Context: an optimization exercise on an open-source flow, tuned for small area and few clock cycles per item. The choices shown serve that exercise and are no tape-out recipe. The RTL was checked by simulation tests, not by an equivalence proof against the original design. No activity file was given, so power comes from the tool's default toggle rates.

== lane 5 ==
==> flow/design.v (excerpt) <==
module swt16_top (
   input  wire        clock,
   input  wire        rst,
   input  wire        instr_valid,
   input  wire [15:0] instr,
   output wire        instr_ready,
   output wire        wb_valid,
   input  wire        wb_ready,
   output wire [3:0]  wb_reg_idx,
   output wire [15:0] wb_data
);
Size: roughly 280 flip-flops, about 42 I/O pins.
export LEC_CHECK = 0
export CAP_MARGIN = 20
export CORE_MARGIN = 2
export CORE_UTILIZATION = 40
export SLEW_MARGIN = 20
create_clock -name core_clock -period 6.0 [get_ports {clock}]
standard.sh (not shown) runs the stock make flow with config.mk's settings and CLKGATE_MAP_FILE= SYNTH_SCRIPT=/design/flow/synth_recipe.tcl, a recipe that flattens the netlist after the stock synthesis.
==> flow/flow/run.sh <==
#!/bin/bash
# Own layout flow: the standard flow, with an area-oriented ABC mapping
# script in synthesis and smaller buffers in the layout. Each step's output
# goes to a log file of its own in the work folder.
set -euo pipefail
W=$PWD
F=$W/flow

# Synthesis: ORFS's synth.tcl with only the ABC script replaced
sed -e "s#log_cmd abc {\*}\$abc_args#set abc_args [lreplace \$abc_args 1 1 $F/area.abc]; log_cmd abc {*}\$abc_args#" \
   "$FLOW_HOME/scripts/synth.tcl" > "$W/own_synth.tcl"
grep -q "$F/area.abc" "$W/own_synth.tcl"
sed -e "s#source \$::env(SCRIPTS_DIR)/synth.tcl#source $W/own_synth.tcl#" synth_recipe.tcl > "$W/own_synth_recipe.tcl"
grep -q "own_synth.tcl" "$W/own_synth_recipe.tcl"
sed -e "s#SYNTH_SCRIPT=[^ ]*#SYNTH_SCRIPT=$W/own_synth_recipe.tcl#" standard.sh > "$W/own_standard.sh"
grep -q "own_synth_recipe.tcl" "$W/own_standard.sh"

source "$F/knobs.sh"

bash "$W/own_standard.sh" synth > "$W/synth.log" 2>&1
bash "$W/own_standard.sh" "${KNOBS[@]}" finish > "$W/layout.log" 2>&1
==> flow/flow/area.abc <==
strash
balance
dch
&get -n
&nf -a -R 1000
&put
==> flow/flow/knobs.sh <==
KNOBS=(
  "BUFFER_PORTS_ARGS=-buffer_cell sky130_fd_sc_hd__buf_1"
  "CTS_ARGS=-sink_clustering_enable -repair_clock_nets -dont_use_dummy_load -buf_list {sky130_fd_sc_hd__clkbuf_4 sky130_fd_sc_hd__clkbuf_8}"
  "GPL_TIMING_DRIVEN=0"
)
Testbench counts of lane 5, summed over its fixed seeds: cycles 40,008, items 40,000.
[inputs] lane 4 vs lane 5
diff --git a/flow/flow/run.sh b/flow/flow/run.sh
--- a/flow/flow/run.sh
+++ b/flow/flow/run.sh
@@ -16,6 +16,8 @@
 grep -q "own_synth_recipe.tcl" "$W/own_standard.sh"
 
+SYNTH_KNOBS=()
+KNOBS=()
 source "$F/knobs.sh"
 
-bash "$W/own_standard.sh" synth > "$W/synth.log" 2>&1
+bash "$W/own_standard.sh" "${SYNTH_KNOBS[@]}" synth > "$W/synth.log" 2>&1
 bash "$W/own_standard.sh" "${KNOBS[@]}" finish > "$W/layout.log" 2>&1
==> flow/flow/area.abc <==
strash
balance
dch
&get -n
&nf
&put
==> flow/flow/knobs.sh <==
SYNTH_KNOBS=("ADDER_MAP_FILE=")
KNOBS=(
  "BUFFER_PORTS_ARGS=-buffer_cell sky130_fd_sc_hd__buf_1"
  "CTS_ARGS=-sink_clustering_enable -repair_clock_nets -dont_use_dummy_load -sink_clustering_size 30 -sink_clustering_max_diameter 100 -buf_list {sky130_fd_sc_hd__clkbuf_8 sky130_fd_sc_hd__clkbuf_16}"
  "GPL_TIMING_DRIVEN=0"
)
Notes after the runs:
- No stage failed in lane 4, and the final checks on the layout all came back clean.
- Lane 5 → lane 4: time the worst path needs with I/O delays and setup rose 0.082 ns, number of multi-input combinational cells rose 9.
- Changes observed in lane 4 relative to lane 5: met1 routed wirelength after detailed routing now smaller; utilization now sits lower.
- Lane 4 against lane 5: total routing resource utilization after global routing decreased 1.3 points; height of the die essentially unchanged; final total power decreased 9.2%.
- Sequential power essentially unchanged between lane 5 and lane 4.

==> re-timing with driven ports <==
How much do the figures lean on ideal ports? The routed layouts below were timed once more, with nothing changed but the port constraints.
Step 1 sets driving cells, clkbuf_16 on the clock port and buf_2 on the other inputs (assumed; they add their load-dependent delay and slew).
Step 2 times the ports against the registers' clock, not the clock port: input delays grow and output delays shrink by t, the midpoint of the rising clock arrivals with the driver on.
Slacks: no drivers / after step 1 / after step 2; pairs: no drivers / after step 1.
| run | shift t [ns] | setup slack, ns | worst setup path after step 2 | clock arrival spread, ns | worst data-port slew with drivers (ns) |
|---|---|---|---|---|---|
| lane 5 | 0.596 | 0.174 / 0.179 / -0.417 | input to register | 0.079 / 0.078 | 0.06 |
| lane 4 | 0.532 | 0.092 / 0.079 / -0.453 | input to register | 0.066 / 0.066 | 0.08 |
With both steps, setup timing fails in lane 5 and lane 4, where it was met with ideal ports. For lane 5, which loses most, drivers alone change the setup slack by +0.005 ns; drivers and shift together by -0.591 ns.
